This is an optimization exercise on Yosys and OpenROAD, whose aim is small area, a short achievable clock period and few clock cycles per item, not a production implementation. Only simulation tests tie the RTL to the original design; equivalence was not proved. No activity file was given, so power comes from the tool's default toggle rates.

===== flow/config.mk =====
export PLATFORM = sky130hd
export DESIGN_NAME = bresenham_line_rasterizer
export DESIGN_NICKNAME = bresenham_line_rasterizer
export VERILOG_FILES = /design/flow/design.v
export SDC_FILE = /design/flow/constraint.sdc
export NUM_CORES = 4
export LEC_CHECK = 0
export CAP_MARGIN = 20
export CORE_MARGIN = 2
export CORE_UTILIZATION = 55
export SETUP_SLACK_MARGIN = 3.6
export SLEW_MARGIN = 20
export TNS_END_PERCENT = 0

===== flow/constraint.sdc =====
create_clock -name core_clock -period 7.5 [get_ports {clock}]
set_input_delay 1.5000 -clock core_clock [delete_from_list [all_inputs] [get_ports {clock}]]
set_output_delay 1.5000 -clock core_clock [all_outputs]
set_load 0.01 [all_outputs]

===== flow/design.v =====
package brl_pkg;
   localparam int COORD_BITS_DEFAULT  = 12;
   localparam int QUEUE_DEPTH_DEFAULT = 2;
   localparam int CFG_ADDR_BITS = 4;
   localparam int CFG_DATA_BITS = 32;
   localparam int OFFSET_BITS   = 12;
   localparam int STRIDE_BITS   = 16;
   localparam int CHAN_BITS     = 8;
   localparam int COLOR_BITS    = 3 * CHAN_BITS;
   localparam int ADDR_BITS     = 32;
   localparam int WORD_BITS     = 32;
   localparam int HALF_BITS     = WORD_BITS / 2;
   localparam int RED_SHIFT_565   = 11;
   localparam int GREEN_SHIFT_565 = 5;
   localparam int SHIFT_BGRX32 = 2;
   localparam int SHIFT_RGB565 = 1;
   typedef enum logic [1:0] {
      REG_X_OFFSET    = 2'd0,
      REG_Y_OFFSET    = 2'd1,
      REG_LINE_STRIDE = 2'd2,
      REG_PIXEL_MODE  = 2'd3
   } reg_index_type;
   typedef enum logic {
      MODE_BGRX32 = 1'b0,
      MODE_RGB565 = 1'b1
   } pixel_mode_type;
   typedef enum logic {
      KIND_LOAD = 1'b0,
      KIND_STEP = 1'b1
   } item_kind_type;
   typedef struct packed {
      logic [OFFSET_BITS-1:0] x_offset;
      logic [OFFSET_BITS-1:0] y_offset;
      logic [STRIDE_BITS-1:0] line_stride;
      pixel_mode_type         pixel_mode;
   } cfg_type;
   function automatic int entry_bits(input int coord_bits);
      entry_bits = 5 * coord_bits + COLOR_BITS + 3;
   endfunction
   function automatic int req_data_bits(input int coord_bits);
      req_data_bits = ((4 * coord_bits + COLOR_BITS + 7) / 8) * 8;
   endfunction
   function automatic int rsp_data_bits(input int coord_bits);
      rsp_data_bits = ((2 * coord_bits + ADDR_BITS + WORD_BITS + 7) / 8) * 8;
   endfunction
endpackage
module brl_front #(
   parameter int COORD_BITS = brl_pkg::COORD_BITS_DEFAULT
) (
   input  logic [brl_pkg::req_data_bits(COORD_BITS)-1:0]  req_tdata,
   output logic [COORD_BITS-1:0]                          xs, ys, xe, ye,
   output logic [COORD_BITS-1:0]                          adx, ady,
   output logic                                           xn, yn,
   output logic [brl_pkg::COLOR_BITS-1:0]                 color,
   input  logic [COORD_BITS-1:0]                          r_xs, r_ys, r_xe, r_ye,
   input  logic [COORD_BITS-1:0]                          r_adx, r_ady,
   input  logic                                           r_xn, r_yn,
   output logic                                           steep,
   output logic                                           swap,
   output logic                                           minor_down,
   output logic [COORD_BITS-1:0]                          px0,
   output logic [COORD_BITS-1:0]                          py0,
   output logic [COORD_BITS-1:0]                          dmaj,
   output logic [COORD_BITS-1:0]                          dmin,
   output logic [COORD_BITS:0]                            dq
);
   localparam int C  = COORD_BITS;
   localparam int CB = brl_pkg::CHAN_BITS;
   logic [C:0] dx, dy, diff;
   assign xs    = req_tdata[C-1:0];
   assign ys    = req_tdata[2*C-1:C];
   assign xe    = req_tdata[3*C-1:2*C];
   assign ye    = req_tdata[4*C-1:3*C];
   assign color = {req_tdata[4*C+CB-1:4*C], req_tdata[4*C+2*CB-1:4*C+CB],
                   req_tdata[4*C+3*CB-1:4*C+2*CB]};
   always_comb begin
      dx  = {1'b0, xe} - {1'b0, xs};
      dy  = {1'b0, ye} - {1'b0, ys};
      xn  = dx[C];
      yn  = dy[C];
      adx = (dx[C-1:0] ^ {C{xn}}) + C'(xn);
      ady = (dy[C-1:0] ^ {C{yn}}) + C'(yn);
   end
   always_comb begin
      diff  = {1'b0, r_ady} - {1'b0, r_adx};
      steep = !diff[C];
      swap  = steep ? r_yn : r_xn;
      px0   = swap ? r_xe : r_xs;
      py0   = swap ? r_ye : r_ys;
      minor_down = r_xn ^ r_yn;
      dmaj  = steep ? r_ady : r_adx;
      dmin  = steep ? r_adx : r_ady;
      dq    = steep ? ~diff : diff;
   end
endmodule
module brl_mac (
   input  logic [14:0] a,
   input  logic [14:0] x,
   input  logic [12:0] y,
   input  logic [15:0] m,
   input  logic [17:0] m3,
   output logic [31:0] s0,
   output logic [31:0] s1
);
   wire d0_1 = y[0] & ~y[1];
   wire d0_2 = ~y[0] & y[1];
   wire d0_3 = y[0] & y[1];
   wire p0_0 = (d0_1 & m[0]) | (d0_3 & m3[0]);
   wire p0_1 = (d0_1 & m[1]) | (d0_2 & m[0]) | (d0_3 & m3[1]);
   wire p0_2 = (d0_1 & m[2]) | (d0_2 & m[1]) | (d0_3 & m3[2]);
   wire p0_3 = (d0_1 & m[3]) | (d0_2 & m[2]) | (d0_3 & m3[3]);
   wire p0_4 = (d0_1 & m[4]) | (d0_2 & m[3]) | (d0_3 & m3[4]);
   wire p0_5 = (d0_1 & m[5]) | (d0_2 & m[4]) | (d0_3 & m3[5]);
   wire p0_6 = (d0_1 & m[6]) | (d0_2 & m[5]) | (d0_3 & m3[6]);
   wire p0_7 = (d0_1 & m[7]) | (d0_2 & m[6]) | (d0_3 & m3[7]);
   wire p0_8 = (d0_1 & m[8]) | (d0_2 & m[7]) | (d0_3 & m3[8]);
   wire p0_9 = (d0_1 & m[9]) | (d0_2 & m[8]) | (d0_3 & m3[9]);
   wire p0_10 = (d0_1 & m[10]) | (d0_2 & m[9]) | (d0_3 & m3[10]);
   wire p0_11 = (d0_1 & m[11]) | (d0_2 & m[10]) | (d0_3 & m3[11]);
   wire p0_12 = (d0_1 & m[12]) | (d0_2 & m[11]) | (d0_3 & m3[12]);
   wire p0_13 = (d0_1 & m[13]) | (d0_2 & m[12]) | (d0_3 & m3[13]);
   wire p0_14 = (d0_1 & m[14]) | (d0_2 & m[13]) | (d0_3 & m3[14]);
   wire p0_15 = (d0_1 & m[15]) | (d0_2 & m[14]) | (d0_3 & m3[15]);
   wire p0_16 = (d0_2 & m[15]) | (d0_3 & m3[16]);
   wire p0_17 = (d0_3 & m3[17]);
   wire d1_1 = y[2] & ~y[3];
   wire d1_2 = ~y[2] & y[3];
   wire d1_3 = y[2] & y[3];
   wire p1_0 = (d1_1 & m[0]) | (d1_3 & m3[0]);
   wire p1_1 = (d1_1 & m[1]) | (d1_2 & m[0]) | (d1_3 & m3[1]);
   wire p1_2 = (d1_1 & m[2]) | (d1_2 & m[1]) | (d1_3 & m3[2]);
   wire p1_3 = (d1_1 & m[3]) | (d1_2 & m[2]) | (d1_3 & m3[3]);
   wire p1_4 = (d1_1 & m[4]) | (d1_2 & m[3]) | (d1_3 & m3[4]);
   wire p1_5 = (d1_1 & m[5]) | (d1_2 & m[4]) | (d1_3 & m3[5]);
   wire p1_6 = (d1_1 & m[6]) | (d1_2 & m[5]) | (d1_3 & m3[6]);
   wire p1_7 = (d1_1 & m[7]) | (d1_2 & m[6]) | (d1_3 & m3[7]);
   wire p1_8 = (d1_1 & m[8]) | (d1_2 & m[7]) | (d1_3 & m3[8]);
   wire p1_9 = (d1_1 & m[9]) | (d1_2 & m[8]) | (d1_3 & m3[9]);
   wire p1_10 = (d1_1 & m[10]) | (d1_2 & m[9]) | (d1_3 & m3[10]);
   wire p1_11 = (d1_1 & m[11]) | (d1_2 & m[10]) | (d1_3 & m3[11]);
   wire p1_12 = (d1_1 & m[12]) | (d1_2 & m[11]) | (d1_3 & m3[12]);
   wire p1_13 = (d1_1 & m[13]) | (d1_2 & m[12]) | (d1_3 & m3[13]);
   wire p1_14 = (d1_1 & m[14]) | (d1_2 & m[13]) | (d1_3 & m3[14]);
   wire p1_15 = (d1_1 & m[15]) | (d1_2 & m[14]) | (d1_3 & m3[15]);
   wire p1_16 = (d1_2 & m[15]) | (d1_3 & m3[16]);
   wire p1_17 = (d1_3 & m3[17]);
   wire d2_1 = y[4] & ~y[5];
   wire d2_2 = ~y[4] & y[5];
   wire d2_3 = y[4] & y[5];
   wire p2_0 = (d2_1 & m[0]) | (d2_3 & m3[0]);
   wire p2_1 = (d2_1 & m[1]) | (d2_2 & m[0]) | (d2_3 & m3[1]);
   wire p2_2 = (d2_1 & m[2]) | (d2_2 & m[1]) | (d2_3 & m3[2]);
   wire p2_3 = (d2_1 & m[3]) | (d2_2 & m[2]) | (d2_3 & m3[3]);
   wire p2_4 = (d2_1 & m[4]) | (d2_2 & m[3]) | (d2_3 & m3[4]);
   wire p2_5 = (d2_1 & m[5]) | (d2_2 & m[4]) | (d2_3 & m3[5]);
   wire p2_6 = (d2_1 & m[6]) | (d2_2 & m[5]) | (d2_3 & m3[6]);
   wire p2_7 = (d2_1 & m[7]) | (d2_2 & m[6]) | (d2_3 & m3[7]);
   wire p2_8 = (d2_1 & m[8]) | (d2_2 & m[7]) | (d2_3 & m3[8]);
   wire p2_9 = (d2_1 & m[9]) | (d2_2 & m[8]) | (d2_3 & m3[9]);
   wire p2_10 = (d2_1 & m[10]) | (d2_2 & m[9]) | (d2_3 & m3[10]);
   wire p2_11 = (d2_1 & m[11]) | (d2_2 & m[10]) | (d2_3 & m3[11]);
   wire p2_12 = (d2_1 & m[12]) | (d2_2 & m[11]) | (d2_3 & m3[12]);
   wire p2_13 = (d2_1 & m[13]) | (d2_2 & m[12]) | (d2_3 & m3[13]);
   wire p2_14 = (d2_1 & m[14]) | (d2_2 & m[13]) | (d2_3 & m3[14]);
   wire p2_15 = (d2_1 & m[15]) | (d2_2 & m[14]) | (d2_3 & m3[15]);
   wire p2_16 = (d2_2 & m[15]) | (d2_3 & m3[16]);
   wire p2_17 = (d2_3 & m3[17]);
   wire d3_1 = y[6] & ~y[7];
   wire d3_2 = ~y[6] & y[7];
   wire d3_3 = y[6] & y[7];
   wire p3_0 = (d3_1 & m[0]) | (d3_3 & m3[0]);
   wire p3_1 = (d3_1 & m[1]) | (d3_2 & m[0]) | (d3_3 & m3[1]);
   wire p3_2 = (d3_1 & m[2]) | (d3_2 & m[1]) | (d3_3 & m3[2]);
   wire p3_3 = (d3_1 & m[3]) | (d3_2 & m[2]) | (d3_3 & m3[3]);
   wire p3_4 = (d3_1 & m[4]) | (d3_2 & m[3]) | (d3_3 & m3[4]);
   wire p3_5 = (d3_1 & m[5]) | (d3_2 & m[4]) | (d3_3 & m3[5]);
   wire p3_6 = (d3_1 & m[6]) | (d3_2 & m[5]) | (d3_3 & m3[6]);
   wire p3_7 = (d3_1 & m[7]) | (d3_2 & m[6]) | (d3_3 & m3[7]);
   wire p3_8 = (d3_1 & m[8]) | (d3_2 & m[7]) | (d3_3 & m3[8]);
   wire p3_9 = (d3_1 & m[9]) | (d3_2 & m[8]) | (d3_3 & m3[9]);
   wire p3_10 = (d3_1 & m[10]) | (d3_2 & m[9]) | (d3_3 & m3[10]);
   wire p3_11 = (d3_1 & m[11]) | (d3_2 & m[10]) | (d3_3 & m3[11]);
   wire p3_12 = (d3_1 & m[12]) | (d3_2 & m[11]) | (d3_3 & m3[12]);
   wire p3_13 = (d3_1 & m[13]) | (d3_2 & m[12]) | (d3_3 & m3[13]);
   wire p3_14 = (d3_1 & m[14]) | (d3_2 & m[13]) | (d3_3 & m3[14]);
   wire p3_15 = (d3_1 & m[15]) | (d3_2 & m[14]) | (d3_3 & m3[15]);
   wire p3_16 = (d3_2 & m[15]) | (d3_3 & m3[16]);
   wire p3_17 = (d3_3 & m3[17]);
   wire d4_1 = y[8] & ~y[9];
   wire d4_2 = ~y[8] & y[9];
   wire d4_3 = y[8] & y[9];
   wire p4_0 = (d4_1 & m[0]) | (d4_3 & m3[0]);
   wire p4_1 = (d4_1 & m[1]) | (d4_2 & m[0]) | (d4_3 & m3[1]);
   wire p4_2 = (d4_1 & m[2]) | (d4_2 & m[1]) | (d4_3 & m3[2]);
   wire p4_3 = (d4_1 & m[3]) | (d4_2 & m[2]) | (d4_3 & m3[3]);
   wire p4_4 = (d4_1 & m[4]) | (d4_2 & m[3]) | (d4_3 & m3[4]);
   wire p4_5 = (d4_1 & m[5]) | (d4_2 & m[4]) | (d4_3 & m3[5]);
   wire p4_6 = (d4_1 & m[6]) | (d4_2 & m[5]) | (d4_3 & m3[6]);
   wire p4_7 = (d4_1 & m[7]) | (d4_2 & m[6]) | (d4_3 & m3[7]);
   wire p4_8 = (d4_1 & m[8]) | (d4_2 & m[7]) | (d4_3 & m3[8]);
   wire p4_9 = (d4_1 & m[9]) | (d4_2 & m[8]) | (d4_3 & m3[9]);
   wire p4_10 = (d4_1 & m[10]) | (d4_2 & m[9]) | (d4_3 & m3[10]);
   wire p4_11 = (d4_1 & m[11]) | (d4_2 & m[10]) | (d4_3 & m3[11]);
   wire p4_12 = (d4_1 & m[12]) | (d4_2 & m[11]) | (d4_3 & m3[12]);
   wire p4_13 = (d4_1 & m[13]) | (d4_2 & m[12]) | (d4_3 & m3[13]);
   wire p4_14 = (d4_1 & m[14]) | (d4_2 & m[13]) | (d4_3 & m3[14]);
   wire p4_15 = (d4_1 & m[15]) | (d4_2 & m[14]) | (d4_3 & m3[15]);
   wire p4_16 = (d4_2 & m[15]) | (d4_3 & m3[16]);
   wire p4_17 = (d4_3 & m3[17]);
   wire d5_1 = y[10] & ~y[11];
   wire d5_2 = ~y[10] & y[11];
   wire d5_3 = y[10] & y[11];
   wire p5_0 = (d5_1 & m[0]) | (d5_3 & m3[0]);
   wire p5_1 = (d5_1 & m[1]) | (d5_2 & m[0]) | (d5_3 & m3[1]);
   wire p5_2 = (d5_1 & m[2]) | (d5_2 & m[1]) | (d5_3 & m3[2]);
   wire p5_3 = (d5_1 & m[3]) | (d5_2 & m[2]) | (d5_3 & m3[3]);
   wire p5_4 = (d5_1 & m[4]) | (d5_2 & m[3]) | (d5_3 & m3[4]);
   wire p5_5 = (d5_1 & m[5]) | (d5_2 & m[4]) | (d5_3 & m3[5]);
   wire p5_6 = (d5_1 & m[6]) | (d5_2 & m[5]) | (d5_3 & m3[6]);
   wire p5_7 = (d5_1 & m[7]) | (d5_2 & m[6]) | (d5_3 & m3[7]);
   wire p5_8 = (d5_1 & m[8]) | (d5_2 & m[7]) | (d5_3 & m3[8]);
   wire p5_9 = (d5_1 & m[9]) | (d5_2 & m[8]) | (d5_3 & m3[9]);
   wire p5_10 = (d5_1 & m[10]) | (d5_2 & m[9]) | (d5_3 & m3[10]);
   wire p5_11 = (d5_1 & m[11]) | (d5_2 & m[10]) | (d5_3 & m3[11]);
   wire p5_12 = (d5_1 & m[12]) | (d5_2 & m[11]) | (d5_3 & m3[12]);
   wire p5_13 = (d5_1 & m[13]) | (d5_2 & m[12]) | (d5_3 & m3[13]);
   wire p5_14 = (d5_1 & m[14]) | (d5_2 & m[13]) | (d5_3 & m3[14]);
   wire p5_15 = (d5_1 & m[15]) | (d5_2 & m[14]) | (d5_3 & m3[15]);
   wire p5_16 = (d5_2 & m[15]) | (d5_3 & m3[16]);
   wire p5_17 = (d5_3 & m3[17]);
   wire d6_1 = y[12] & ~1'b0;
   wire d6_2 = ~y[12] & 1'b0;
   wire d6_3 = y[12] & 1'b0;
   wire p6_0 = (d6_1 & m[0]);
   wire p6_1 = (d6_1 & m[1]) | (d6_2 & m[0]);
   wire p6_2 = (d6_1 & m[2]) | (d6_2 & m[1]);
   wire p6_3 = (d6_1 & m[3]) | (d6_2 & m[2]);
   wire p6_4 = (d6_1 & m[4]) | (d6_2 & m[3]);
   wire p6_5 = (d6_1 & m[5]) | (d6_2 & m[4]);
   wire p6_6 = (d6_1 & m[6]) | (d6_2 & m[5]);
   wire p6_7 = (d6_1 & m[7]) | (d6_2 & m[6]);
   wire p6_8 = (d6_1 & m[8]) | (d6_2 & m[7]);
   wire p6_9 = (d6_1 & m[9]) | (d6_2 & m[8]);
   wire p6_10 = (d6_1 & m[10]) | (d6_2 & m[9]);
   wire p6_11 = (d6_1 & m[11]) | (d6_2 & m[10]);
   wire p6_12 = (d6_1 & m[12]) | (d6_2 & m[11]);
   wire p6_13 = (d6_1 & m[13]) | (d6_2 & m[12]);
   wire p6_14 = (d6_1 & m[14]) | (d6_2 & m[13]);
   wire p6_15 = (d6_1 & m[15]) | (d6_2 & m[14]);
   wire hs0 = p0_8 ^ p1_6;
   wire hc0 = p0_8 & p1_6;
   wire fs1 = p0_9 ^ p1_7 ^ p2_5;
   wire fc1 = (p0_9 & p1_7) | (p0_9 & p2_5) | (p1_7 & p2_5);
   wire fs2 = p0_10 ^ p1_8 ^ p2_6;
   wire fc2 = (p0_10 & p1_8) | (p0_10 & p2_6) | (p1_8 & p2_6);
   wire hs3 = p3_4 ^ p4_2;
   wire hc3 = p3_4 & p4_2;
   wire fs4 = p0_11 ^ p1_9 ^ p2_7;
   wire fc4 = (p0_11 & p1_9) | (p0_11 & p2_7) | (p1_9 & p2_7);
   wire fs5 = p3_5 ^ p4_3 ^ p5_1;
   wire fc5 = (p3_5 & p4_3) | (p3_5 & p5_1) | (p4_3 & p5_1);
   wire fs6 = p0_12 ^ p1_10 ^ p2_8;
   wire fc6 = (p0_12 & p1_10) | (p0_12 & p2_8) | (p1_10 & p2_8);
   wire fs7 = p3_6 ^ p4_4 ^ p5_2;
   wire fc7 = (p3_6 & p4_4) | (p3_6 & p5_2) | (p4_4 & p5_2);
   wire hs8 = p6_0 ^ a[12];
   wire hc8 = p6_0 & a[12];
   wire fs9 = p0_13 ^ p1_11 ^ p2_9;
   wire fc9 = (p0_13 & p1_11) | (p0_13 & p2_9) | (p1_11 & p2_9);
   wire fs10 = p3_7 ^ p4_5 ^ p5_3;
   wire fc10 = (p3_7 & p4_5) | (p3_7 & p5_3) | (p4_5 & p5_3);
   wire fs11 = p6_1 ^ a[13] ^ x[13];
   wire fc11 = (p6_1 & a[13]) | (p6_1 & x[13]) | (a[13] & x[13]);
   wire fs12 = p0_14 ^ p1_12 ^ p2_10;
   wire fc12 = (p0_14 & p1_12) | (p0_14 & p2_10) | (p1_12 & p2_10);
   wire fs13 = p3_8 ^ p4_6 ^ p5_4;
   wire fc13 = (p3_8 & p4_6) | (p3_8 & p5_4) | (p4_6 & p5_4);
   wire fs14 = p6_2 ^ a[14] ^ x[14];
   wire fc14 = (p6_2 & a[14]) | (p6_2 & x[14]) | (a[14] & x[14]);
   wire fs15 = p0_15 ^ p1_13 ^ p2_11;
   wire fc15 = (p0_15 & p1_13) | (p0_15 & p2_11) | (p1_13 & p2_11);
   wire fs16 = p3_9 ^ p4_7 ^ p5_5;
   wire fc16 = (p3_9 & p4_7) | (p3_9 & p5_5) | (p4_7 & p5_5);
   wire fs17 = p0_16 ^ p1_14 ^ p2_12;
   wire fc17 = (p0_16 & p1_14) | (p0_16 & p2_12) | (p1_14 & p2_12);
   wire hs18 = p3_10 ^ p4_8;
   wire hc18 = p3_10 & p4_8;
   wire fs19 = p0_17 ^ p1_15 ^ p2_13;
   wire fc19 = (p0_17 & p1_15) | (p0_17 & p2_13) | (p1_15 & p2_13);
   wire hs20 = p3_11 ^ p4_9;
   wire hc20 = p3_11 & p4_9;
   wire fs21 = p1_16 ^ p2_14 ^ p3_12;
   wire fc21 = (p1_16 & p2_14) | (p1_16 & p3_12) | (p2_14 & p3_12);
   wire hs22 = p1_17 ^ p2_15;
   wire hc22 = p1_17 & p2_15;
   wire hs23 = p0_4 ^ p1_2;
   wire hc23 = p0_4 & p1_2;
   wire fs24 = p0_5 ^ p1_3 ^ p2_1;
   wire fc24 = (p0_5 & p1_3) | (p0_5 & p2_1) | (p1_3 & p2_1);
   wire fs25 = p0_6 ^ p1_4 ^ p2_2;
   wire fc25 = (p0_6 & p1_4) | (p0_6 & p2_2) | (p1_4 & p2_2);
   wire hs26 = p3_0 ^ a[6];
   wire hc26 = p3_0 & a[6];
   wire fs27 = p0_7 ^ p1_5 ^ p2_3;
   wire fc27 = (p0_7 & p1_5) | (p0_7 & p2_3) | (p1_5 & p2_3);
   wire fs28 = p3_1 ^ a[7] ^ x[7];
   wire fc28 = (p3_1 & a[7]) | (p3_1 & x[7]) | (a[7] & x[7]);
   wire fs29 = p2_4 ^ p3_2 ^ p4_0;
   wire fc29 = (p2_4 & p3_2) | (p2_4 & p4_0) | (p3_2 & p4_0);
   wire fs30 = a[8] ^ x[8] ^ hs0;
   wire fc30 = (a[8] & x[8]) | (a[8] & hs0) | (x[8] & hs0);
   wire fs31 = p3_3 ^ p4_1 ^ a[9];
   wire fc31 = (p3_3 & p4_1) | (p3_3 & a[9]) | (p4_1 & a[9]);
   wire fs32 = x[9] ^ fs1 ^ hc0;
   wire fc32 = (x[9] & fs1) | (x[9] & hc0) | (fs1 & hc0);
   wire fs33 = p5_0 ^ a[10] ^ x[10];
   wire fc33 = (p5_0 & a[10]) | (p5_0 & x[10]) | (a[10] & x[10]);
   wire fs34 = fs2 ^ hs3 ^ fc1;
   wire fc34 = (fs2 & hs3) | (fs2 & fc1) | (hs3 & fc1);
   wire fs35 = a[11] ^ x[11] ^ fs4;
   wire fc35 = (a[11] & x[11]) | (a[11] & fs4) | (x[11] & fs4);
   wire fs36 = fs5 ^ fc2 ^ hc3;
   wire fc36 = (fs5 & fc2) | (fs5 & hc3) | (fc2 & hc3);
   wire fs37 = x[12] ^ fs6 ^ fs7;
   wire fc37 = (x[12] & fs6) | (x[12] & fs7) | (fs6 & fs7);
   wire fs38 = hs8 ^ fc4 ^ fc5;
   wire fc38 = (hs8 & fc4) | (hs8 & fc5) | (fc4 & fc5);
   wire fs39 = fs9 ^ fs10 ^ fs11;
   wire fc39 = (fs9 & fs10) | (fs9 & fs11) | (fs10 & fs11);
   wire fs40 = fc6 ^ fc7 ^ hc8;
   wire fc40 = (fc6 & fc7) | (fc6 & hc8) | (fc7 & hc8);
   wire fs41 = fs12 ^ fs13 ^ fs14;
   wire fc41 = (fs12 & fs13) | (fs12 & fs14) | (fs13 & fs14);
   wire fs42 = fc9 ^ fc10 ^ fc11;
   wire fc42 = (fc9 & fc10) | (fc9 & fc11) | (fc10 & fc11);
   wire fs43 = p6_3 ^ fs15 ^ fs16;
   wire fc43 = (p6_3 & fs15) | (p6_3 & fs16) | (fs15 & fs16);
   wire fs44 = fc12 ^ fc13 ^ fc14;
   wire fc44 = (fc12 & fc13) | (fc12 & fc14) | (fc13 & fc14);
   wire fs45 = p5_6 ^ p6_4 ^ fs17;
   wire fc45 = (p5_6 & p6_4) | (p5_6 & fs17) | (p6_4 & fs17);
   wire fs46 = hs18 ^ fc15 ^ fc16;
   wire fc46 = (hs18 & fc15) | (hs18 & fc16) | (fc15 & fc16);
   wire fs47 = p5_7 ^ p6_5 ^ fs19;
   wire fc47 = (p5_7 & p6_5) | (p5_7 & fs19) | (p6_5 & fs19);
   wire fs48 = hs20 ^ fc17 ^ hc18;
   wire fc48 = (hs20 & fc17) | (hs20 & hc18) | (fc17 & hc18);
   wire fs49 = p4_10 ^ p5_8 ^ p6_6;
   wire fc49 = (p4_10 & p5_8) | (p4_10 & p6_6) | (p5_8 & p6_6);
   wire fs50 = fs21 ^ fc19 ^ hc20;
   wire fc50 = (fs21 & fc19) | (fs21 & hc20) | (fc19 & hc20);
   wire fs51 = p3_13 ^ p4_11 ^ p5_9;
   wire fc51 = (p3_13 & p4_11) | (p3_13 & p5_9) | (p4_11 & p5_9);
   wire fs52 = p6_7 ^ hs22 ^ fc21;
   wire fc52 = (p6_7 & hs22) | (p6_7 & fc21) | (hs22 & fc21);
   wire fs53 = p2_16 ^ p3_14 ^ p4_12;
   wire fc53 = (p2_16 & p3_14) | (p2_16 & p4_12) | (p3_14 & p4_12);
   wire fs54 = p5_10 ^ p6_8 ^ hc22;
   wire fc54 = (p5_10 & p6_8) | (p5_10 & hc22) | (p6_8 & hc22);
   wire fs55 = p2_17 ^ p3_15 ^ p4_13;
   wire fc55 = (p2_17 & p3_15) | (p2_17 & p4_13) | (p3_15 & p4_13);
   wire hs56 = p5_11 ^ p6_9;
   wire hc56 = p5_11 & p6_9;
   wire fs57 = p3_16 ^ p4_14 ^ p5_12;
   wire fc57 = (p3_16 & p4_14) | (p3_16 & p5_12) | (p4_14 & p5_12);
   wire hs58 = p3_17 ^ p4_15;
   wire hc58 = p3_17 & p4_15;
   wire hs59 = p0_2 ^ p1_0;
   wire hc59 = p0_2 & p1_0;
   wire fs60 = p0_3 ^ p1_1 ^ a[3];
   wire fc60 = (p0_3 & p1_1) | (p0_3 & a[3]) | (p1_1 & a[3]);
   wire fs61 = p2_0 ^ a[4] ^ x[4];
   wire fc61 = (p2_0 & a[4]) | (p2_0 & x[4]) | (a[4] & x[4]);
   wire fs62 = a[5] ^ x[5] ^ fs24;
   wire fc62 = (a[5] & x[5]) | (a[5] & fs24) | (x[5] & fs24);
   wire fs63 = x[6] ^ fs25 ^ hs26;
   wire fc63 = (x[6] & fs25) | (x[6] & hs26) | (fs25 & hs26);
   wire fs64 = fs27 ^ fs28 ^ fc25;
   wire fc64 = (fs27 & fs28) | (fs27 & fc25) | (fs28 & fc25);
   wire fs65 = fs29 ^ fs30 ^ fc27;
   wire fc65 = (fs29 & fs30) | (fs29 & fc27) | (fs30 & fc27);
   wire fs66 = fs31 ^ fs32 ^ fc29;
   wire fc66 = (fs31 & fs32) | (fs31 & fc29) | (fs32 & fc29);
   wire fs67 = fs33 ^ fs34 ^ fc31;
   wire fc67 = (fs33 & fs34) | (fs33 & fc31) | (fs34 & fc31);
   wire fs68 = fs35 ^ fs36 ^ fc33;
   wire fc68 = (fs35 & fs36) | (fs35 & fc33) | (fs36 & fc33);
   wire fs69 = fs37 ^ fs38 ^ fc35;
   wire fc69 = (fs37 & fs38) | (fs37 & fc35) | (fs38 & fc35);
   wire fs70 = fs39 ^ fs40 ^ fc37;
   wire fc70 = (fs39 & fs40) | (fs39 & fc37) | (fs40 & fc37);
   wire fs71 = fs41 ^ fs42 ^ fc39;
   wire fc71 = (fs41 & fs42) | (fs41 & fc39) | (fs42 & fc39);
   wire fs72 = fs43 ^ fs44 ^ fc41;
   wire fc72 = (fs43 & fs44) | (fs43 & fc41) | (fs44 & fc41);
   wire fs73 = fs45 ^ fs46 ^ fc43;
   wire fc73 = (fs45 & fs46) | (fs45 & fc43) | (fs46 & fc43);
   wire fs74 = fs47 ^ fs48 ^ fc45;
   wire fc74 = (fs47 & fs48) | (fs47 & fc45) | (fs48 & fc45);
   wire fs75 = fs49 ^ fs50 ^ fc47;
   wire fc75 = (fs49 & fs50) | (fs49 & fc47) | (fs50 & fc47);
   wire fs76 = fs51 ^ fs52 ^ fc49;
   wire fc76 = (fs51 & fs52) | (fs51 & fc49) | (fs52 & fc49);
   wire fs77 = fs53 ^ fs54 ^ fc51;
   wire fc77 = (fs53 & fs54) | (fs53 & fc51) | (fs54 & fc51);
   wire fs78 = fs55 ^ hs56 ^ fc53;
   wire fc78 = (fs55 & hs56) | (fs55 & fc53) | (hs56 & fc53);
   wire fs79 = p6_10 ^ fs57 ^ fc55;
   wire fc79 = (p6_10 & fs57) | (p6_10 & fc55) | (fs57 & fc55);
   wire fs80 = p5_13 ^ p6_11 ^ hs58;
   wire fc80 = (p5_13 & p6_11) | (p5_13 & hs58) | (p6_11 & hs58);
   wire fs81 = p4_16 ^ p5_14 ^ p6_12;
   wire fc81 = (p4_16 & p5_14) | (p4_16 & p6_12) | (p5_14 & p6_12);
   wire hs82 = p4_17 ^ p5_15;
   wire hc82 = p4_17 & p5_15;
   wire hs83 = p0_0 ^ a[0];
   wire hc83 = p0_0 & a[0];
   wire fs84 = p0_1 ^ a[1] ^ x[1];
   wire fc84 = (p0_1 & a[1]) | (p0_1 & x[1]) | (a[1] & x[1]);
   wire fs85 = a[2] ^ x[2] ^ hs59;
   wire fc85 = (a[2] & x[2]) | (a[2] & hs59) | (x[2] & hs59);
   wire fs86 = x[3] ^ fs60 ^ hc59;
   wire fc86 = (x[3] & fs60) | (x[3] & hc59) | (fs60 & hc59);
   wire fs87 = hs23 ^ fs61 ^ fc60;
   wire fc87 = (hs23 & fs61) | (hs23 & fc60) | (fs61 & fc60);
   wire fs88 = hc23 ^ fs62 ^ fc61;
   wire fc88 = (hc23 & fs62) | (hc23 & fc61) | (fs62 & fc61);
   wire fs89 = fc24 ^ fs63 ^ fc62;
   wire fc89 = (fc24 & fs63) | (fc24 & fc62) | (fs63 & fc62);
   wire fs90 = hc26 ^ fs64 ^ fc63;
   wire fc90 = (hc26 & fs64) | (hc26 & fc63) | (fs64 & fc63);
   wire fs91 = fc28 ^ fs65 ^ fc64;
   wire fc91 = (fc28 & fs65) | (fc28 & fc64) | (fs65 & fc64);
   wire fs92 = fc30 ^ fs66 ^ fc65;
   wire fc92 = (fc30 & fs66) | (fc30 & fc65) | (fs66 & fc65);
   wire fs93 = fc32 ^ fs67 ^ fc66;
   wire fc93 = (fc32 & fs67) | (fc32 & fc66) | (fs67 & fc66);
   wire fs94 = fc34 ^ fs68 ^ fc67;
   wire fc94 = (fc34 & fs68) | (fc34 & fc67) | (fs68 & fc67);
   wire fs95 = fc36 ^ fs69 ^ fc68;
   wire fc95 = (fc36 & fs69) | (fc36 & fc68) | (fs69 & fc68);
   wire fs96 = fc38 ^ fs70 ^ fc69;
   wire fc96 = (fc38 & fs70) | (fc38 & fc69) | (fs70 & fc69);
   wire fs97 = fc40 ^ fs71 ^ fc70;
   wire fc97 = (fc40 & fs71) | (fc40 & fc70) | (fs71 & fc70);
   wire fs98 = fc42 ^ fs72 ^ fc71;
   wire fc98 = (fc42 & fs72) | (fc42 & fc71) | (fs72 & fc71);
   wire fs99 = fc44 ^ fs73 ^ fc72;
   wire fc99 = (fc44 & fs73) | (fc44 & fc72) | (fs73 & fc72);
   wire fs100 = fc46 ^ fs74 ^ fc73;
   wire fc100 = (fc46 & fs74) | (fc46 & fc73) | (fs74 & fc73);
   wire fs101 = fc48 ^ fs75 ^ fc74;
   wire fc101 = (fc48 & fs75) | (fc48 & fc74) | (fs75 & fc74);
   wire fs102 = fc50 ^ fs76 ^ fc75;
   wire fc102 = (fc50 & fs76) | (fc50 & fc75) | (fs76 & fc75);
   wire fs103 = fc52 ^ fs77 ^ fc76;
   wire fc103 = (fc52 & fs77) | (fc52 & fc76) | (fs77 & fc76);
   wire fs104 = fc54 ^ fs78 ^ fc77;
   wire fc104 = (fc54 & fs78) | (fc54 & fc77) | (fs78 & fc77);
   wire fs105 = hc56 ^ fs79 ^ fc78;
   wire fc105 = (hc56 & fs79) | (hc56 & fc78) | (fs79 & fc78);
   wire fs106 = fc57 ^ fs80 ^ fc79;
   wire fc106 = (fc57 & fs80) | (fc57 & fc79) | (fs80 & fc79);
   wire fs107 = hc58 ^ fs81 ^ fc80;
   wire fc107 = (hc58 & fs81) | (hc58 & fc80) | (fs81 & fc80);
   wire fs108 = p6_13 ^ hs82 ^ fc81;
   wire fc108 = (p6_13 & hs82) | (p6_13 & fc81) | (hs82 & fc81);
   wire fs109 = p5_16 ^ p6_14 ^ hc82;
   wire fc109 = (p5_16 & p6_14) | (p5_16 & hc82) | (p6_14 & hc82);
   wire hs110 = p5_17 ^ p6_15;
   wire hc110 = p5_17 & p6_15;
   assign s0 = {1'b0, 1'b0, 1'b0, hc110, hs110, fs109, fs108, fs107, fs106, fs105, fs104, fs103, fs102, fs101, fs100, fs99, fs98, fs97, fs96, fs95, fs94, fs93, fs92, fs91, fs90, fs89, fs88, fs87, fs86, fs85, fs84, x[0]};
   assign s1 = {1'b0, 1'b0, 1'b0, 1'b0, fc109, fc108, fc107, fc106, fc105, fc104, fc103, fc102, fc101, fc100, fc99, fc98, fc97, fc96, fc95, fc94, fc93, fc92, fc91, fc90, fc89, fc88, fc87, fc86, fc85, fc84, hc83, hs83};
endmodule
module brl_back #(
   parameter int COORD_BITS = brl_pkg::COORD_BITS_DEFAULT
) (
   input  logic                                           clock,
   input  logic                                           reset,
   input  brl_pkg::cfg_type                               cfg,
   input  logic [brl_pkg::STRIDE_BITS+1:0]                stride3,
   input  logic                                           req_tvalid,
   output logic                                           req_tready,
   input  logic [brl_pkg::req_data_bits(COORD_BITS)-1:0]  req_tdata,
   input  logic                                           req_tuser,
   output logic                                           rsp_tvalid,
   input  logic                                           rsp_tready,
   output logic [brl_pkg::rsp_data_bits(COORD_BITS)-1:0]  rsp_tdata,
   output logic                                           rsp_tlast
);
   localparam int C  = COORD_BITS;
   localparam int AB = brl_pkg::ADDR_BITS;
   localparam int WB = brl_pkg::WORD_BITS;
   localparam int HB = brl_pkg::HALF_BITS;
   localparam int CB = brl_pkg::CHAN_BITS;
   localparam int RSP_BITS = brl_pkg::rsp_data_bits(COORD_BITS);
   logic active_ff;      
   logic out_valid_ff;   
   logic setup1_ff;      
   logic setup2_ff;      
   logic setup3_ff;      
   logic                           steep_ff, down_ff;
   logic [C-1:0]                   px_ff, py_ff, rem_ff, dmin_ff;
   logic [C:0]                     dq_ff, g_ff;
   logic [brl_pkg::COLOR_BITS-1:0] color_ff;
   logic [AB-1:0]                  addr_ff;
   logic [AB-1:0]                  mac1_ff;
   logic [C-1:0]                   f_xs, f_ys, f_xe, f_ye, f_adx, f_ady;
   logic                           f_xn, f_yn, f_steep, f_swap, f_down;
   logic [C-1:0]                   f_px, f_py, f_dmaj, f_dmin;
   logic [C:0]                     f_dq;
   logic [brl_pkg::COLOR_BITS-1:0] f_color;
   brl_front #(
      .COORD_BITS (COORD_BITS)
   ) u_front (
      .req_tdata  (req_tdata),
      .xs         (f_xs),
      .ys         (f_ys),
      .xe         (f_xe),
      .ye         (f_ye),
      .adx        (f_adx),
      .ady        (f_ady),
      .xn         (f_xn),
      .yn         (f_yn),
      .color      (f_color),
      .r_xs       (px_ff),
      .r_ys       (py_ff),
      .r_xe       (rem_ff),
      .r_ye       (dmin_ff),
      .r_adx      (dq_ff[C-1:0]),
      .r_ady      (g_ff[C-1:0]),
      .r_xn       (steep_ff),
      .r_yn       (down_ff),
      .steep      (f_steep),
      .swap       (f_swap),
      .minor_down (f_down),
      .px0        (f_px),
      .py0        (f_py),
      .dmaj       (f_dmaj),
      .dmin       (f_dmin),
      .dq         (f_dq)
   );
   logic            deliver, accept, load, step, open_now, cond, g_cin;
   logic [C:0]      g_op, g_add, g_next, y_sum, ys_sum, ye_sum;
   logic [C-1:0]    px_delta, py_delta;
   logic [AB-1:0]   x_part, mac0, mac1, bsel, csel, step_b, step_c, step_s, step_k;
   logic [AB-1:0]   addr_step;
   logic [C+2:0]    x_off;
   logic [2:0]      s_pix;
   logic [CB-1:0]   red, green, blue;
   logic [HB-1:0]   word565;
   logic [WB-1:0]   word;
   assign deliver    = out_valid_ff && rsp_tready;
   assign req_tready = !setup1_ff && !setup2_ff && (!out_valid_ff || rsp_tready);
   assign accept     = req_tvalid && req_tready;
   assign load       = accept && brl_pkg::item_kind_type'(req_tuser) == brl_pkg::KIND_LOAD;
   assign step       = accept && brl_pkg::item_kind_type'(req_tuser) == brl_pkg::KIND_STEP;
   assign open_now   = deliver ? rem_ff != C'(1) : active_ff;
   assign cond       = !g_ff[C] && !setup2_ff;
   always_comb begin
      ys_sum = (C+1)'(py_ff) + (C+1)'(cfg.y_offset);
      ye_sum = (C+1)'(dmin_ff) + (C+1)'(cfg.y_offset);
      y_sum  = (ye_sum & {(C+1){f_swap}}) | (ys_sum & {(C+1){!f_swap}});
      case (cfg.pixel_mode)
         brl_pkg::MODE_RGB565: begin
            x_part = AB'(f_px) << brl_pkg::SHIFT_RGB565;
            x_off  = (C+3)'(cfg.x_offset) << brl_pkg::SHIFT_RGB565;
         end
         default: begin
            x_part = AB'(f_px) << brl_pkg::SHIFT_BGRX32;
            x_off  = (C+3)'(cfg.x_offset) << brl_pkg::SHIFT_BGRX32;
         end
      endcase
      g_op   = setup2_ff ? ~{2'b00, rem_ff[C-1:1]} : g_ff;
      g_add  = cond ? dq_ff : {1'b0, dmin_ff};
      g_cin  = cond && steep_ff;
      g_next = g_op + g_add + (C+1)'(g_cin);
      s_pix = cfg.pixel_mode ? 3'd2 : 3'd4;
      if (steep_ff) begin
         bsel = AB'(cfg.line_stride);
         csel = !cond ? '0 : down_ff ? -(AB'(s_pix)) : AB'(s_pix);
      end else begin
         bsel = !cond ? '0 : down_ff ? ~(AB'(cfg.line_stride)) : AB'(cfg.line_stride);
         csel = AB'(s_pix) + AB'(cond && down_ff);
      end
   end
   always_comb begin
      px_delta = C'(1);
      py_delta = C'(1);
      if (steep_ff) px_delta = !cond ? '0 : down_ff ? '1 : C'(1);
      else          py_delta = !cond ? '0 : down_ff ? '1 : C'(1);
   end
   brl_mac u_mac (
      .a  (addr_ff[C+2:0]),
      .x  (x_off),
      .y  (g_ff),
      .m  (cfg.line_stride),
      .m3 (stride3),
      .s0 (mac0),
      .s1 (mac1)
   );
   always_comb begin
      step_b    = setup3_ff ? mac1_ff : bsel;
      step_c    = setup3_ff ? '0 : csel;
      step_s    = addr_ff ^ step_b ^ step_c;
      step_k    = ((addr_ff & step_b) | (addr_ff & step_c) | (step_b & step_c)) << 1;
      addr_step = step_s + step_k;
   end
   always_ff @(posedge clock) begin
      mac1_ff <= mac1;
   end
   always_ff @(posedge clock) begin
      if (reset) begin
         active_ff    <= 1'b0;
         out_valid_ff <= 1'b0;
         setup1_ff    <= 1'b0;
         setup2_ff    <= 1'b0;
         setup3_ff    <= 1'b0;
      end else begin
         setup1_ff <= load;
         setup2_ff <= setup1_ff && !load;
         setup3_ff <= setup2_ff && !load;
         if (load) begin
            active_ff    <= 1'b0;
            out_valid_ff <= 1'b0;
         end else if (setup1_ff) begin
            active_ff    <= f_dmaj != '0;
         end else begin
            if (deliver) active_ff <= rem_ff != C'(1);
            if (step) out_valid_ff <= open_now;
            else if (deliver) out_valid_ff <= 1'b0;
         end
      end
   end
   always_ff @(posedge clock) begin
      if (load) begin
         px_ff    <= f_xs;
         py_ff    <= f_ys;
         rem_ff   <= f_xe;
         dmin_ff  <= f_ye;
         dq_ff    <= {1'b0, f_adx};
         g_ff     <= {1'b0, f_ady};
         steep_ff <= f_xn;
         down_ff  <= f_yn;
         color_ff <= f_color;
      end else if (setup1_ff) begin
         steep_ff <= f_steep;
         down_ff  <= f_down;
         px_ff    <= f_px;
         py_ff    <= f_py;
         rem_ff   <= f_dmaj;
         dmin_ff  <= f_dmin;
         dq_ff    <= f_dq;
         g_ff     <= y_sum;
         addr_ff  <= x_part;
      end else if (setup2_ff) begin
         g_ff     <= g_next;
         addr_ff  <= mac0;
      end else if (setup3_ff) begin
         addr_ff  <= addr_step;
      end else if (deliver) begin
         px_ff    <= px_ff + px_delta;
         py_ff    <= py_ff + py_delta;
         g_ff     <= g_next;
         rem_ff   <= rem_ff - C'(1);
         addr_ff  <= addr_step;
      end
   end
   always_comb begin
      red   = color_ff[3*CB-1:2*CB];
      green = color_ff[2*CB-1:CB];
      blue  = color_ff[CB-1:0];
      word565 = (HB'(red) << brl_pkg::RED_SHIFT_565) |
                (HB'(green) << brl_pkg::GREEN_SHIFT_565) | HB'(blue);
      case (cfg.pixel_mode)
         brl_pkg::MODE_RGB565: word = WB'(word565);
         default:              word = WB'(color_ff);
      endcase
   end
   assign rsp_tvalid = out_valid_ff;
   assign rsp_tlast  = rem_ff == C'(1);
   assign rsp_tdata  = RSP_BITS'({word, addr_ff, py_ff, px_ff});
endmodule
module bresenham_line_rasterizer #(
   parameter int COORD_BITS  = brl_pkg::COORD_BITS_DEFAULT,
   parameter int QUEUE_DEPTH = brl_pkg::QUEUE_DEPTH_DEFAULT
) (
   input  logic                                           clock,
   input  logic                                           reset,
   input  logic                                           req_tvalid,
   output logic                                           req_tready,
   input  logic [brl_pkg::req_data_bits(COORD_BITS)-1:0]  req_tdata,
   input  logic                                           req_tuser,
   output logic                                           rsp_tvalid,
   input  logic                                           rsp_tready,
   output logic [brl_pkg::rsp_data_bits(COORD_BITS)-1:0]  rsp_tdata,
   output logic                                           rsp_tlast,
   input  logic                                           csr_psel,
   input  logic                                           csr_penable,
   input  logic                                           csr_pwrite,
   input  logic [brl_pkg::CFG_ADDR_BITS-1:0]              csr_paddr,
   input  logic [brl_pkg::CFG_DATA_BITS-1:0]              csr_pwdata,
   output logic [brl_pkg::CFG_DATA_BITS-1:0]              csr_prdata,
   output logic                                           csr_pready
);
   localparam int DB = brl_pkg::CFG_DATA_BITS;
   brl_pkg::cfg_type       cfg_ff, cfg_in;
   brl_pkg::reg_index_type csr_index;
   logic                   csr_write;
   logic [brl_pkg::STRIDE_BITS+1:0] stride3_ff;
   assign csr_pready = 1'b1;
   assign csr_index  = brl_pkg::reg_index_type'(csr_paddr[brl_pkg::CFG_ADDR_BITS-1:2]);
   assign csr_write  = csr_psel && csr_penable && csr_pwrite && csr_pready;
   always_comb begin
      cfg_in = cfg_ff;
      if (csr_write) begin
         case (csr_index)
            brl_pkg::REG_X_OFFSET:
               cfg_in.x_offset = csr_pwdata[brl_pkg::OFFSET_BITS-1:0];
            brl_pkg::REG_Y_OFFSET:
               cfg_in.y_offset = csr_pwdata[brl_pkg::OFFSET_BITS-1:0];
            brl_pkg::REG_LINE_STRIDE:
               cfg_in.line_stride = csr_pwdata[brl_pkg::STRIDE_BITS-1:0];
            brl_pkg::REG_PIXEL_MODE:
               cfg_in.pixel_mode = brl_pkg::pixel_mode_type'(csr_pwdata[0]);
            default: cfg_in = cfg_ff;
         endcase
      end
   end
   always_comb begin
      case (csr_index)
         brl_pkg::REG_X_OFFSET:    csr_prdata = DB'(cfg_ff.x_offset);
         brl_pkg::REG_Y_OFFSET:    csr_prdata = DB'(cfg_ff.y_offset);
         brl_pkg::REG_LINE_STRIDE: csr_prdata = DB'(cfg_ff.line_stride);
         brl_pkg::REG_PIXEL_MODE:  csr_prdata = DB'(cfg_ff.pixel_mode);
         default:                  csr_prdata = '0;
      endcase
   end
   always_ff @(posedge clock) begin
      if (reset) begin
         cfg_ff     <= '0;
         stride3_ff <= '0;
      end else begin
         cfg_ff     <= cfg_in;
         stride3_ff <= (brl_pkg::STRIDE_BITS+2)'(cfg_ff.line_stride) +
                       (brl_pkg::STRIDE_BITS+2)'({cfg_ff.line_stride, 1'b0});
      end
   end
   brl_back #(
      .COORD_BITS (COORD_BITS)
   ) u_back (
      .clock      (clock),
      .reset      (reset),
      .cfg        (cfg_ff),
      .stride3    (stride3_ff),
      .req_tvalid (req_tvalid),
      .req_tready (req_tready),
      .req_tdata  (req_tdata),
      .req_tuser  (req_tuser),
      .rsp_tvalid (rsp_tvalid),
      .rsp_tready (rsp_tready),
      .rsp_tdata  (rsp_tdata),
      .rsp_tlast  (rsp_tlast)
   );
endmodule

===== flow/run.sh =====
#!/bin/bash
# synth_recipe.tcl (not shown) runs the flow's synth.tcl, then flattens the netlist and writes it again
# the make line also repeats each setting of config.mk as NAME=value (left out here)
make -C /OpenROAD-flow-scripts/flow DESIGN_CONFIG=/design/flow/config.mk WORK_HOME=/design/flow/orfs CLKGATE_MAP_FILE= SYNTH_SCRIPT=/design/flow/synth_recipe.tcl finish

==> flow_summary.toml, run 1 <==
[outcome]
status = "no timing/DRC/antenna violations"

[routing]
ant_nets = 0
drc = 0
vias = 21106
drt_first_iter_violations = 1434
vias_per_cell = 6.157
wl_per_cell_um = 22.16
dr.pass1.iters = 6
routed_wl_um = 75960

[floorplan]
die_area_um2 = 44080
core.rowCount = 75
die_w_um = 210.0
io_pins = 240
die_h_um = 210.0
start_util_pct = 55.62
core_area_um2 = 41950

[cells_and_area]
synthToLayoutAreaGrowth_pct = 18.97
layout_commonest_cell = "nand2_1"
layout_common_cells = "296 x nand2_1, 198 x inv_1, 183 x o21ai_0"
nNetsFinal = 3279
num_antenna_cells = 0
n_fill_cell = 3573
final_layout_size_suffix_gt1_share_pct = 12.53

[clock_network]
cts_tree = "built"
cts_buffers = 30
insertion_delay_ps = 600
cts.clk_slew.worst_paths_ps = 60
ctsLongestPathBuffers = 3
clock_sinks = 224
htreeDepth = 1
root_buffer = "clkbuf_16"

[timing]
finalSetupViolations = 0
skew_ps = 16.85
rsz0062_at_grt = "true"
relSlewSlack_pct = 47.26
fin_hold_ws_ps = 462.0
period_minus_slack_ps = 4209
worst_slew_pin_slew_ps = 791.2
finalWorstSetupSlack_ps = 3291
slew_violations = 0
finalHoldViolCount = 0
max_freq_ghz = 0.2376
final.period_utilization_pct = 56.12
tns_ps = 0

[logic_synthesis]
ys.flop_type = "edfxtp_1"
avgSynthCellArea_um2 = 8.682
synth-edff-count = 130
syn_area_um2 = 23330
syn_inst = 2687
ys_seq_area_share_pct = 24.80
yosysWarnings = 3
ys_ff_latch = 224
synth_cell_type_count = 87
async_flop_share_pct = 0

[power_and_ir_drop]
p_leak_uw = 0.01217
irDropWorstVdd_mv = 0.3051
p_clk_share_pct = 16.5
power.density_nw_per_um2 = 340.2
internal_power_uw = 5221
p_sw_share_pct = 44.70
p_comb_share_pct = 62.7
power.switching_uw = 4220
pwr-share-seq_pct = 20.9

[placement]
hpwl_um = 55190
pre_cts_ws_ps = 1631
portBuffers = 196
globalplace.congestion = 0.9334

[setup_path]
critPathKind = "input port to flop"
critPathLaunchType = "input port"
crit_required_ps = 7810
cp_data_arrival_time_ps = 4520
cp_max_fo = 7
end_kind = "flop"

[run]
max_cap_violations = 0

[global_routing]
grt_start_max_net_pins = 70
grt_pass1_wl_um = 118100
antenna_found_initial = 0
overflow = 0
grt_pass1_vias = 21210
grt_util_all_layers_pct = 34.21

[min_path]
hp-class = "flop to flop"
-- power groups by stage --
stage          Sequential, uW  Combinational, uW  Clock, uW
2_1_floorplan            1900               4030          0
3_3_place_gp             2000               5260          0
3_5_place_dp             2000               5350          0
4_1_cts                  1960               5730       1570
5_1_grt                  1980               6480       1610
6_report                 1970               5920       1550
-- critical path: stages --
cell             delay (ps)
clkdlybuf4s50_1         500
inv_1                    90
ha_4                    290
a211oi_4                260
o21a_1                  220
o31ai_4                  90
a221o_2                 440
xnor2_2                 150
ha_2                    220
nand2_1                  90
nor3_1                  200
o22ai_1                 140
xnor2_1                 250
a221oi_2                 80
-- synthesized netlist by cell type (17+ instances only) --
library cell	n	area (um^2)
a21o_1	53	397.9
a21oi_1	163	815.8
a22o_1	64	560.5
a22oi_1	49	367.9
and2_1	32	200.2
and3_1	23	143.9
buf_1	17	63.81
buf_4	31	232.7
clkbuf_1	123	461.7
dfxtp_1	94	1882
edfxtp_1	130	3904
fa_1	110	2202
ha_1	187	2340
inv_1	204	765.7
mux2_2	81	912.1
mux2i_1	82	820.8
nand2_1	297	1115
nand2b_1	30	187.7
nand3_1	25	125.1
nor2_1	135	506.7
nor2b_1	50	312.8
nor3_1	43	215.2
nor4_1	17	106.4
o211ai_1	17	127.6
o21ai_0	202	1011
xnor2_1	114	998.5
xor2_1	84	735.7
-- cell type report --
| class | instances | area [um^2] | area share (%) |
|---|---|---|---|
| multi-input combinational | 2098 | 16500 | 59.45 |
| tap | 539 | 674.4 | 2.430 |
| inverter | 208 | 819.5 | 2.953 |
| clock buffer | 42 | 929.6 | 3.350 |
| sequential | 224 | 5803 | 20.91 |
| clock inverter | 13 | 158.9 | 0.5725 |
| timing repair buffer | 304 | 2868 | 10.33 |
-- metrics by stage --
step,utilization [%],power [uW],std cells,cell area [um^2]
6_report,66.17,9441,3428,27750
5_1_grt,66.17,10070,3428,27750
4_1_cts,65.63,9256,3418,27530
3_5_place_dp,61.14,7354,3307,25650
3_3_place_gp,61.14,7258,3307,25650
2_1_floorplan,-,5924,2710,23490
-- flip-flops by register name, indices dropped and copies added (netlist names), 13 cells and up --
register and cells:
u_back.g_ff 13, u_back.addr_ff 32, u_back.dq_ff 13, u_back.mac1_ff 28, stride3_ff 18, cfg_ff 41
u_back.color_ff 24
-- final timing paths --
kind / startpoint / endpoint / slack [ps] / cells past startpoint
worst min-delay path: u_back.dq_ff[12]$_SDFFE_PP0P_ / u_back.dq_ff[12]$_SDFFE_PP0P_ / 460 / 2
worst min register to register: u_back.dq_ff[12]$_SDFFE_PP0P_ / u_back.dq_ff[12]$_SDFFE_PP0P_ / 460 / 2
worst max-delay path: req_tdata[14] / u_back.g_ff[8]$_DFFE_PP_ / 3290 / 14
worst max register to register: u_back.g_ff[6]$_DFFE_PP_ / u_back.addr_ff[12]$_DFFE_PP_ / 3330 / 13
-- logic make-up after synthesis --
group	synth area share [%]
multiplexers	7.525
other	0.03219
adder cells (fa/ha/maj)	19.47
flip-flops	24.80
AO/OA/AOI/OAI	19.76
buffers and inverters	6.908
AND/OR/NAND/NOR	14.07
XOR/XNOR	7.434
-- per-layer routing --
metal	part of all wire [%]	vias to the layer above	track usage, %
li1	-	9811	-
met1	40	10201	42.38
met2	48	840	59.11
met3	6.1	254	4.380
met4	5.7	0	16.73
met5	0	-	0
-- repair_timing --
action,4_1_cts,5_1_grt
pin swaps,29,17
hold buffers,0,0
gates resized for setup,141,34
gates cloned,4,0
setup buffers,52,10
hold endpoints to repair,0,0
endpoints found under the setup margin,271,171
Testbench counts, summed over its fixed seeds: cycles 25,957, pixels 21,307.
==> inputs of run 2 (changes only) <==
--- a/flow/design.v
+++ b/flow/design.v
@@ -540,11 +540,13 @@
       .dmin       (f_dmin),
       .dq         (f_dq)
    );
-   logic            deliver, accept, load, step, open_now, cond, g_cin;
-   logic [C:0]      g_op, g_add, g_next, y_sum, ys_sum, ye_sum;
+   logic            deliver, accept, load, step, open_now, cond;
+   logic [C:0]      g_op, g_keep, g_move, g_next, y_sum, ys_sum, ye_sum;
    logic [C-1:0]    px_delta, py_delta;
    logic [AB-1:0]   x_part, mac0, mac1, bsel, csel, step_b, step_c, step_s, step_k;
    logic [AB-1:0]   addr_step;
+   logic [AB/2:0]   step_lo;
+   logic [AB/2-1:0] step_hi0, step_hi1, step_hi;
    logic [C+2:0]    x_off;
    logic [2:0]      s_pix;
    logic [CB-1:0]   red, green, blue;
@@ -572,9 +574,9 @@
          end
       endcase
       g_op   = setup2_ff ? ~{2'b00, rem_ff[C-1:1]} : g_ff;
-      g_add  = cond ? dq_ff : {1'b0, dmin_ff};
-      g_cin  = cond && steep_ff;
-      g_next = g_op + g_add + (C+1)'(g_cin);
+      g_keep = g_op + {1'b0, dmin_ff};
+      g_move = g_ff + dq_ff + (C+1)'(steep_ff);
+      g_next = (g_move & {(C+1){cond}}) | (g_keep & {(C+1){!cond}});
       s_pix = cfg.pixel_mode ? 3'd2 : 3'd4;
       if (steep_ff) begin
          bsel = AB'(cfg.line_stride);
@@ -604,7 +606,12 @@
       step_c    = setup3_ff ? '0 : csel;
       step_s    = addr_ff ^ step_b ^ step_c;
       step_k    = ((addr_ff & step_b) | (addr_ff & step_c) | (step_b & step_c)) << 1;
-      addr_step = step_s + step_k;
+      step_lo   = {1'b0, step_s[AB/2-1:0]} + {1'b0, step_k[AB/2-1:0]};
+      step_hi0  = step_s[AB-1:AB/2] + step_k[AB-1:AB/2];
+      step_hi1  = step_s[AB-1:AB/2] + step_k[AB-1:AB/2] + (AB/2)'(1);
+      step_hi   = (step_hi1 & {(AB/2){step_lo[AB/2]}}) |
+                  (step_hi0 & {(AB/2){!step_lo[AB/2]}});
+      addr_step = {step_hi, step_lo[AB/2-1:0]};
    end
    always_ff @(posedge clock) begin
       mac1_ff <= mac1;
==> flow_summary.toml, run 2 <==
[outcome]
status = "no timing/DRC/antenna violations"

[power_and_ir_drop]
p_leak_uw = 0.01228
power.density_nw_per_um2 = 332.9
irDropWorstVdd_mv = 0.2794

[setup_path]
critPathKind = "flop to output port"
end_kind = "output port"
cp_max_fo = 4
max_stage_delay_ps = 600
endpoint = "rsp_tlast"
r2r_slack_ps = 3190
path_buf_inv = 1
critPathLaunchType = "flop"
cp_slowest_cell = "or4_1"
r2r_cells = 20
timing.rr.start = "u_back.steep_ff$_DFFE_PP_"
path_depth = 4
crit_required_ps = 6000
timing.rr.end = "u_back.addr_ff[28]$_SDFFCE_PP0P_"
path_cells = "or4_1 > nor3_1 > and4b_1 > clkdlybuf4s50_1"
cp-startpoint = "u_back.rem_ff[8]$_DFFE_PP_"
cp_data_arrival_time_ps = 2880
crit_family = "simple AND/OR/NAND/NOR gates"

[global_routing]
grt_util_all_layers_pct = 33.95
grt_pass1_wl_um = 118600
grt_start_max_net_pins = 66
antenna_found_initial = 0
grt_pass1_vias = 21120
overflow = 0

[timing]
skew_ps = 12.24
relSlewSlack_pct = 31.59
tns_ps = 0
rsz0062_at_grt = "true"
fin_hold_ws_ps = 453.8
finalSetupViolations = 0
worst_slew_pin_slew_ps = 1022
period_minus_slack_ps = 4375
slew_violations = 0
final.period_utilization_pct = 58.34
finalHoldViolCount = 0
max_freq_ghz = 0.2286

[routing]
drt_first_iter_violations = 1944
routed_wl_um = 77930
dr.pass1.iters = 7
drc = 0
wl_per_cell_um = 21.99
vias_per_cell = 6.110
ant_nets = 0
vias = 21653

[clock_network]
root_buffer = "clkbuf_16"
cts.clk_slew.worst_paths_ps = 60
cts_buffers = 29
clock_sinks = 224
htreeDepth = 1
cts_tree = "built"
insertion_delay_ps = 600
ctsLongestPathBuffers = 3

[cells_and_area]
finish.utilization_pct = 66.37
multi_input_area_um2 = 17230
final_layout_size_suffix_gt1_share_pct = 13.52
reg.largest.list = "cfg_ff: 41 flops, u_back.addr_ff: 32 flops, u_back.mac1_ff: 28 flops"
num_antenna_cells = 0
seq_area_um2 = 5793
layout_common_cells = "291 x nand2_1, 203 x inv_1, 170 x ha_1"
nNetsFinal = 3365
synthToLayoutAreaGrowth_pct = 19.58
largest_reg_flops = 41
regMostFlops = "cfg_ff"
layout_commonest_cell = "nand2_1"
n_fill_cell = 3633
stdcell_area_um2 = 28530

[logic_synthesis]
yosysMostFrequentCell = "nand2_1"
yosysWarnings = 3
avgSynthCellArea_um2 = 8.637
async_flop_share_pct = 0
synth_top_area_share_pct = 16.36
ys.flop_type = "edfxtp_1"
syn_inst = 2762
ys_ff_latch = 224
yosys-top-cells-count = "295 x nand2_1, 216 x inv_1, 200 x ha_1"
ys_seq_area_share_pct = 24.25
ys_top_cells_by_area = "edfxtp_1 16%, ha_1 10%, fa_1 9.4%"
syn_area_um2 = 23860
synth_cell_type_count = 81
synth-edff-count = 130
yosys.area.top_type = "edfxtp_1"

[placement]
globalplace.congestion = 0.9220
hpwl_um = 57240
dpl-instance-area_um2 = 26270
portBuffers = 196

[floorplan]
start_util_pct = 55.50
core_area_um2 = 42980
die_w_um = 212.3
die_h_um = 212.3
io_pins = 240
core.rowCount = 76
die_area_um2 = 45050

[run]
max_cap_violations = 0

[min_path]
hp-class = "flop to flop"
run 2: cell count changes in the layout (fill, tap and decap cells not counted), sizes merged, moves of 10 or more:
cell	delta
a222oi	+14
a22oi	-14
and3	-10
buf	+18
ha	+13
inv	+11
nor2	+20
o21ai	-15
xor2	+21
run 2: power by group:
group	total (uW)	internal, uW	leakage, uW	switching [uW]
clock network	1400	813	0.000466	592
registers	1930	1680	0.00199	247
logic	6160	2670	0.00983	3500
total	9500	5160	0.0123	4340
run 2: through the flow:
stage | worst slack [ps] | total power [uW] | instances
after detailed placement | 1878 | 7521 | 3416
after floorplan | 2802 | 6011 | 2785
after global routing | 3020 | 10150 | 3544
after CTS | 3082 | 9112 | 3506
final | 3125 | 9495 | 3544
after global placement | 1941 | 7417 | 3415
run 2: per-layer routing:
layer	vias to the layer above	global-route usage, %	routed length, um
li1	10061	-	-
met1	10542	43.23	31540
met2	834	56.88	37300
met3	216	4.032	4957
met4	0	17.48	4133
met5	-	0	0
run 2: how the worst min path moves through the flow:
| stage | from | end | slack (ps) | cells after the start |
|---|---|---|---|---|
| 5_1_grt | u_back.dq_ff[12]$_SDFFE_PP0P_ | u_back.dq_ff[12]$_SDFFE_PP0P_ | 490 | 2 |
| 2_1_floorplan | u_back.dq_ff[12]$_SDFFE_PP0P_ | u_back.dq_ff[12]$_SDFFE_PP0P_ | 430 | 2 |
| 3_3_place_gp | u_back.dq_ff[12]$_SDFFE_PP0P_ | u_back.dq_ff[12]$_SDFFE_PP0P_ | 440 | 2 |
| 4_1_cts | u_back.dq_ff[12]$_SDFFE_PP0P_ | u_back.dq_ff[12]$_SDFFE_PP0P_ | 450 | 2 |
| 3_5_place_dp | u_back.dq_ff[12]$_SDFFE_PP0P_ | u_back.dq_ff[12]$_SDFFE_PP0P_ | 450 | 2 |
| 6_report | u_back.dq_ff[12]$_SDFFE_PP0P_ | u_back.dq_ff[12]$_SDFFE_PP0P_ | 450 | 2 |
run 2: timing repair:
item | in CTS | in global routing
buffers inserted | 36 | 36
pin swaps | 31 | 54
gates resized for setup | 122 | 116
setup endpoints to repair | 169 | 158
gates cloned | 1 | 2
hold buffers | 0 | 0
run 2: area by class of cell:
type,instances,area share (%)
timing repair buffer,319,10.47
sequential,224,20.31
multi-input combinational,2145,60.38
clock buffer,41,2.930
clock inverter,12,0.3904
tap,585,2.566
inverter,218,2.947
run 2: logic make-up (layout without fill, tap and decap cells):
kind of cell	Yosys count	after routing	synth area share, %
XOR/XNOR	216	216	7.988
adder cells (fa/ha/maj)	312	312	19.89
other	2	25	0.03148
buffers and inverters	418	590	7.128
AO/OA/AOI/OAI	711	711	19.71
flip-flops	224	224	24.25
AND/OR/NAND/NOR	726	728	14.09
multiplexers	153	153	6.918
run 2: worst reg2reg max path, cell delays in order, from the launching register on:
cell and delay (ps):
edfxtp_1 420, nor2b_2 170, buf_12 110, and2_4 140, nor2b_4 130, buf_6 110, clkinvlp_4 160, nand2_2 140
ha_4 200, xor2_1 160, ha_2 210, fa_2 380, a21oi_2 200, o21ai_2 90, o41a_1 310, a211o_1 280
nor2_1 120, and4_4 270, nand4_1 130, or3_1 370, nand3_1 80
Testbench counts of run 2, summed over its fixed seeds: cycles 25,957, pixels 21,307.

==> what the ideal ports hide <==
Ports are ideal in the flow. The routed layouts listed here were re-timed in OpenROAD.
Step 1 (the two cells are an assumption about what drives the block):
set clk [get_ports {clock}]
set_driving_cell -lib_cell sky130_fd_sc_hd__clkbuf_16 $clk
set_driving_cell -lib_cell sky130_fd_sc_hd__buf_2 [delete_from_list [all_inputs] $clk]
Step 2 times the ports against the registers' clock, not the clock port: input delays grow and output delays shrink by t, the midpoint of the rising clock arrivals with the driver on.
a / b / c = no drivers / after step 1 / after step 2; a / b = the first two.
| run | t, ns | setup WS [ns] | clock arrival spread, ns | slew at the worst register clock pin (ns) | cell pins on the clock port's net |
|---|---|---|---|---|---|
| run 1 | 0.654 | 3.291 / 3.319 / 2.672 | 0.018 / 0.018 | 0.07 / 0.07 | 1 |
| run 2 | 0.649 | 3.125 / 3.065 / 2.526 | 0.013 / 0.013 | 0.07 / 0.07 | 1 |
After both steps every run listed still meets setup and hold. The setup slack of run 1, which loses most, moves by +0.028 ns with the drivers and by -0.619 ns with both steps.
